This design comes from an exercise in tuning for small area, a short achievable clock period and few clock cycles per item on the open sky130 flow, not from production work. The RTL was checked by simulation tests, not by an equivalence proof against the original design.

Design mandel_iter_pipe, start of the top module:
module mandel_iter_pipe #(
    parameter int WIDTH  = 16,
    parameter int FRAC   = 13,
    parameter int ITER_W = 8,
    parameter int STAGES = 4
) (
    input  logic              Clk,
    input  logic              Reset,
    input  logic              in_valid,
    output logic              in_ready,
    input  logic [WIDTH-1:0]  in_x,
    input  logic [WIDTH-1:0]  in_y,
    input  logic [WIDTH-1:0]  in_c1,
    input  logic [WIDTH-1:0]  in_c2,
    input  logic [ITER_W-1:0] in_div,
    input  logic              in_done,
    input  logic [ITER_W-1:0] max_iter,
    output logic              out_valid,
    input  logic              out_ready,
    output logic [WIDTH-1:0]  out_x,
    output logic [WIDTH-1:0]  out_y,
    output logic [WIDTH-1:0]  out_c1,
    output logic [WIDTH-1:0]  out_c2,
    output logic [ITER_W-1:0] out_div,
    output logic              out_done
);
For scale: about 6900 cells after synthesis, about 160 I/O pins, roughly 0.072 mm² of cells after synthesis.
Settings: LEC_CHECK=0, CAP_MARGIN=20, CORE_MARGIN=2, CORE_UTILIZATION=40, CTS_BUF_LIST=sky130_fd_sc_hd__clkbuf_4 sky130_fd_sc_hd__clkbuf_8, SLEW_MARGIN=20; clock period 14.0 ns.
standard.sh (not shown) runs the stock make flow with config.mk's settings and CLKGATE_MAP_FILE= SYNTH_SCRIPT=/design/flow/synth_recipe.tcl, a recipe that flattens the netlist after the stock synthesis.
==> flow/flow/run.sh <==
#!/bin/bash
set -euo pipefail
MARGIN=${MARGIN:-6.5}
R=orfs/results/sky130hd/mandel_iter_pipe/base
bash standard.sh SETUP_SLACK_MARGIN=$MARGIN synth > standard_synth.log 2>&1
python3 flow/polarity.py $R/1_2_yosys.v $R/1_2_yosys_pol.v "$FLOW_HOME/platforms/sky130hd/lib/sky130_fd_sc_hd__tt_025C_1v80.lib" > polarity.log 2>&1
mv $R/1_2_yosys_pol.v $R/1_2_yosys.v
rm -f $R/1_synth.odb $R/1_synth.sdc
bash standard.sh SETUP_SLACK_MARGIN=$MARGIN finish > standard_make.log 2>&1
Other scripts of this flow, unchanged in this note and not shown: flow/flow/polarity.py
The first run passed the timing, DRC and antenna checks.
Testbench counts at the start, summed over its fixed seeds: cycles 3,240, items 3,200.
Edit:
Settings changed: CTS_BUF_LIST sky130_fd_sc_hd__clkbuf_4 sky130_fd_sc_hd__clkbuf_8 to unset.
Routed wire length is lower by 0.48%.
Register-to-register slack is worse by 0.12 ns.
Via count stays flat.
First-iteration DRC count is lower by about 1.1%.
Count of clock-buffer cells in the layout falls by 36.
Final area barely changes.
Synthesized area does not change.
Edit:
Settings changed: TNS_END_PERCENT set to 30.
Outcome: The changed run completed with no timing, DRC or antenna violations. Hold slack hardly moves. Synthesized cell count is unchanged. Area after synthesis does not change. Routed wire length hardly moves. First-iteration DRC count increases by 0.92%. Fmax increases by 1.2%. Via count stays flat.


mandel_iter_pipe, a different RTL version from the one above (not shown whole).
Size in the first run: roughly 8,900 cells after synthesis, roughly 99,000 µm² of cells after synthesis.
==> flow/config.mk <==
export PLATFORM = sky130hd
export DESIGN_NAME = mandel_iter_pipe
export DESIGN_NICKNAME = mandel_iter_pipe
export VERILOG_FILES = /design/flow/design.v
export SDC_FILE = /design/flow/constraint.sdc
export NUM_CORES = 4
export LEC_CHECK = 0
export CAP_MARGIN = 20
export CORE_MARGIN = 2
export CORE_UTILIZATION = 40
export SLEW_MARGIN = 20
==> flow/constraint.sdc <==
create_clock -name core_clock -period 14.0 [get_ports {Clk}]
set_input_delay 2.8000 -clock core_clock [delete_from_list [all_inputs] [get_ports {Clk}]]
set_output_delay 2.8000 -clock core_clock [all_outputs]
set_load 0.01 [all_outputs]
==> flow/flow/run.sh <==
#!/bin/bash
set -euo pipefail
MARGIN=${MARGIN:-8.5}
R=orfs/results/sky130hd/mandel_iter_pipe/base
bash standard.sh SETUP_SLACK_MARGIN=$MARGIN synth > standard_synth.log 2>&1
python3 flow/fa_polarity.py $R/1_2_yosys.v $R/1_2_yosys_pol.v > fa_polarity.log 2>&1
mv $R/1_2_yosys_pol.v $R/1_2_yosys.v
rm -f $R/1_synth.odb $R/1_synth.sdc
bash standard.sh SETUP_SLACK_MARGIN=$MARGIN finish > standard_make.log 2>&1
Other scripts of this flow, unchanged in this note and not shown: flow/flow/fa_polarity.py
Testbench counts at the start, summed over its fixed seeds: cycles 3,272, items 3,200.
Change:
--- a/flow/flow/run.sh
+++ b/flow/flow/run.sh
@@ -2,3 +2,3 @@
 set -euo pipefail
-MARGIN=${MARGIN:-8.5}
+MARGIN=${MARGIN:-8}
 R=orfs/results/sky130hd/mandel_iter_pipe/base
The changed run produced a clean layout.
Wire length came out lower by a few percent.
Clock-buffer cell count is unchanged.
Worst setup slack got worse by 0.10 ns.
Clock skew is about the same.
Global-route usage came out lower by 0.67 points.
Design area came out lower by a few percent.
Register-to-register slack got worse by 0.10 ns.
Area after synthesis stays the same.


## exp/xenon
mandel_iter_pipe with an RTL version that a note above also has.
Size: roughly 72000 sq um of cells after synthesis.
==> flow/config.mk <==
export PLATFORM = sky130hd
export DESIGN_NAME = mandel_iter_pipe
export DESIGN_NICKNAME = mandel_iter_pipe
export VERILOG_FILES = /design/flow/design.v
export SDC_FILE = /design/flow/constraint.sdc
export NUM_CORES = 4
export LEC_CHECK = 0
export CAP_MARGIN = 20
export CORE_MARGIN = 2
export CORE_UTILIZATION = 40
export SLEW_MARGIN = 20
==> flow/constraint.sdc <==
create_clock -name core_clock -period 14.0 [get_ports {Clk}]
set_input_delay 2.8000 -clock core_clock [delete_from_list [all_inputs] [get_ports {Clk}]]
set_output_delay 2.8000 -clock core_clock [all_outputs]
set_load 0.01 [all_outputs]
==> flow/flow/run.sh <==
#!/bin/bash
set -euo pipefail
MARGIN=${MARGIN:-7}
R=orfs/results/sky130hd/mandel_iter_pipe/base
bash standard.sh SETUP_SLACK_MARGIN=$MARGIN synth > standard_synth.log 2>&1
python3 flow/polarity.py $R/1_2_yosys.v $R/1_2_yosys_pol.v "$FLOW_HOME/platforms/sky130hd/lib/sky130_fd_sc_hd__tt_025C_1v80.lib" > polarity.log 2>&1
mv $R/1_2_yosys_pol.v $R/1_2_yosys.v
rm -f $R/1_synth.odb $R/1_synth.sdc
bash standard.sh SETUP_SLACK_MARGIN=$MARGIN finish > standard_make.log 2>&1
Other scripts of this flow, unchanged in this note and not shown: flow/flow/polarity.py
exp/xenon: PASS, flow complete, no timing, DRC or antenna violations
Testbench counts of exp/xenon, summed over its fixed seeds: cycles 3,240, items 3,200.
Relative to exp/xenon, the following input files were edited for exp/fjord:
- an added TNS_END_PERCENT of 10
--- a/flow/flow/run.sh
+++ b/flow/flow/run.sh
@@ -3 +3 @@
-MARGIN=${MARGIN:-7}
+MARGIN=${MARGIN:-6.5}
### Flow results
- The final area in exp/fjord is 0.949 times that in exp/xenon.
- Via count (exp/fjord over exp/xenon): decrease, 2.8%
- Against exp/xenon, exp/fjord comes in about 1.3% higher on placer congestion estimate.
- Delta (exp/fjord minus exp/xenon): post-place setup slack went down; cell count went down; worst hold slack went up; total wire length went down; time the final worst path needs with I/O delays and setup went up.
- Across both runs, final period utilization was higher for exp/fjord than for exp/xenon.
- Diff exp/xenon..exp/fjord | synthesized cell count | unchanged
For exp/maple, these inputs were changed with respect to exp/fjord:
- a change of CAP_MARGIN from 20 to 10
- a change of SLEW_MARGIN from 20 to 10
- a deleted TNS_END_PERCENT that had been 10
==> run notes <==
exp/maple completed; timing, DRC and antenna clean. Taking exp/fjord as the reference, in exp/maple met2 wirelength from detailed routing now sits at about the same level, number of nets in the synthesized netlist was more or less identical, worst setup slack saw a decrease, sequential share of layout area essentially unchanged, overall fraction of global-route tracks in use level. Comparing exp/maple and exp/fjord, the lower number of cells traversed by the worst register-to-register path is on exp/fjord. Looking at share of cell area taken by multi-input logic gates, exp/maple sits 0.17 points below exp/fjord. Post-detailed-routing wire length ended up about 0.36% higher on exp/maple than on exp/fjord.
[inputs] exp/lagoon vs exp/maple
- putting ABC_AREA at 1 where nothing was set
- swapping 10 for 20 in CAP_MARGIN
- swapping 10 for 20 in SLEW_MARGIN
--- a/flow/flow/run.sh
+++ b/flow/flow/run.sh
@@ -3 +3 @@
-MARGIN=${MARGIN:-6.5}
+MARGIN=${MARGIN:-7}
Findings:
- Detailed-route wire length on metal 1 for exp/lagoon: 27% up relative to exp/maple
- Fraction of met1 tracks used by global routing in exp/lagoon vs exp/maple: up 6.1 points
- Diff exp/maple -> exp/lagoon: portion of the clock cycle consumed by the worst path in the final layout lost 2.7 points; global-route met2 utilization grew by 4.6 points; worst hold path depth shows an increase of 1.
- Compared with exp/maple, die area in exp/lagoon increased by a few percent.
- Per the comparison of exp/lagoon with exp/maple, total standard cell area after synthesis increased by about 7% relative to the old numbers.


beta:
Another version of the RTL of mandel_iter_pipe (not shown whole).
For scale: roughly 0.098 sq mm of cells after synthesis.
Settings: LEC_CHECK=0, ABC_AREA=1, CAP_MARGIN=20, CORE_MARGIN=2, CORE_UTILIZATION=40, SLEW_MARGIN=20; clock period 14.0 ns.
==> flow/flow/run.sh <==
#!/bin/bash
set -euo pipefail
MARGIN=${MARGIN:-9}
R=orfs/results/sky130hd/mandel_iter_pipe/base
bash standard.sh SETUP_SLACK_MARGIN=$MARGIN synth > standard_synth.log 2>&1
python3 flow/polarity.py $R/1_2_yosys.v $R/1_2_yosys_pol.v "$FLOW_HOME/platforms/sky130hd/lib/sky130_fd_sc_hd__tt_025C_1v80.lib" > polarity.log 2>&1
mv $R/1_2_yosys_pol.v $R/1_2_yosys.v
rm -f $R/1_synth.odb $R/1_synth.sdc
bash standard.sh SETUP_SLACK_MARGIN=$MARGIN finish > standard_make.log 2>&1
Other scripts of this flow, unchanged in this note and not shown: flow/flow/polarity.py
Testbench counts of beta, summed over its fixed seeds: cycles 3,272, items 3,200.
[inputs] delta vs beta
diff --git a/flow/flow/run.sh b/flow/flow/run.sh
--- a/flow/flow/run.sh
+++ b/flow/flow/run.sh
@@ -2,3 +2,3 @@
 set -euo pipefail
-MARGIN=${MARGIN:-9}
+MARGIN=${MARGIN:-8.5}
 R=orfs/results/sky130hd/mandel_iter_pipe/base
Results
Looking only at longest individual stage delay on the worst path, and setting everything else aside, the higher value of delta and beta goes to delta.
In the metrics for delta and beta, the one carrying the higher final-layout clock-cell area share is delta.
delta — cell depth of the worst setup path 1 higher, beta as reference
delta vs beta — wire length of the first global-routing pass dropped about 3.7%.
Per the comparison of delta with beta, met2 capacity usage during global routing has remained practically unchanged, final instance count without filler cells has decreased, maximum operating frequency shrank by 2.4%.

## static timing again, ports no longer ideal
No port has a modelled driver above. Below, the same layouts with a new extraction and two added sets of constraints.
Step 1 assumes that a clkbuf_16 drives the clock port and a buf_2 every other input.
Step 2 adds t to the input delays and takes it off the output delays; t is the mean of the earliest and latest rising clock arrival at the registers after step 1. Input paths then give back, and output paths get back, about the clock's delay inside the block.
Slacks: ideal / step 1 / step 2; pairs: ideal / step 1.
run	t, ns	slack for setup (ns)	worst slew at a driven data input, ns	cell pins on the clock port's net
the first run of note 1	0.843	6.594 / 6.570 / 6.570	0.08	1
the second run of note 1	0.750	6.550 / 6.550 / 6.550	0.08	1
the third run of note 1	0.751	6.635 / 6.622 / 6.622	0.08	1
the first run of note 2	0.865	8.221 / 8.221 / 8.221	0.10	1
the second run of note 2	0.859	8.121 / 8.121 / 8.121	0.10	1
exp/xenon	0.747	6.649 / 6.649 / 6.649	0.08	1
exp/fjord	0.750	6.627 / 6.620 / 6.620	0.08	1
exp/maple	0.750	6.550 / 6.550 / 6.550	0.08	1
exp/lagoon	0.768	6.927 / 6.927 / 6.927	0.14	1
beta	0.879	8.648 / 8.648 / 8.420	0.10	1
delta	0.868	8.516 / 8.516 / 8.381	0.08	1
After both steps every run listed still meets setup and hold. For beta, which loses most, drivers alone change the setup slack by 0.000 ns; drivers and shift together by -0.228 ns.
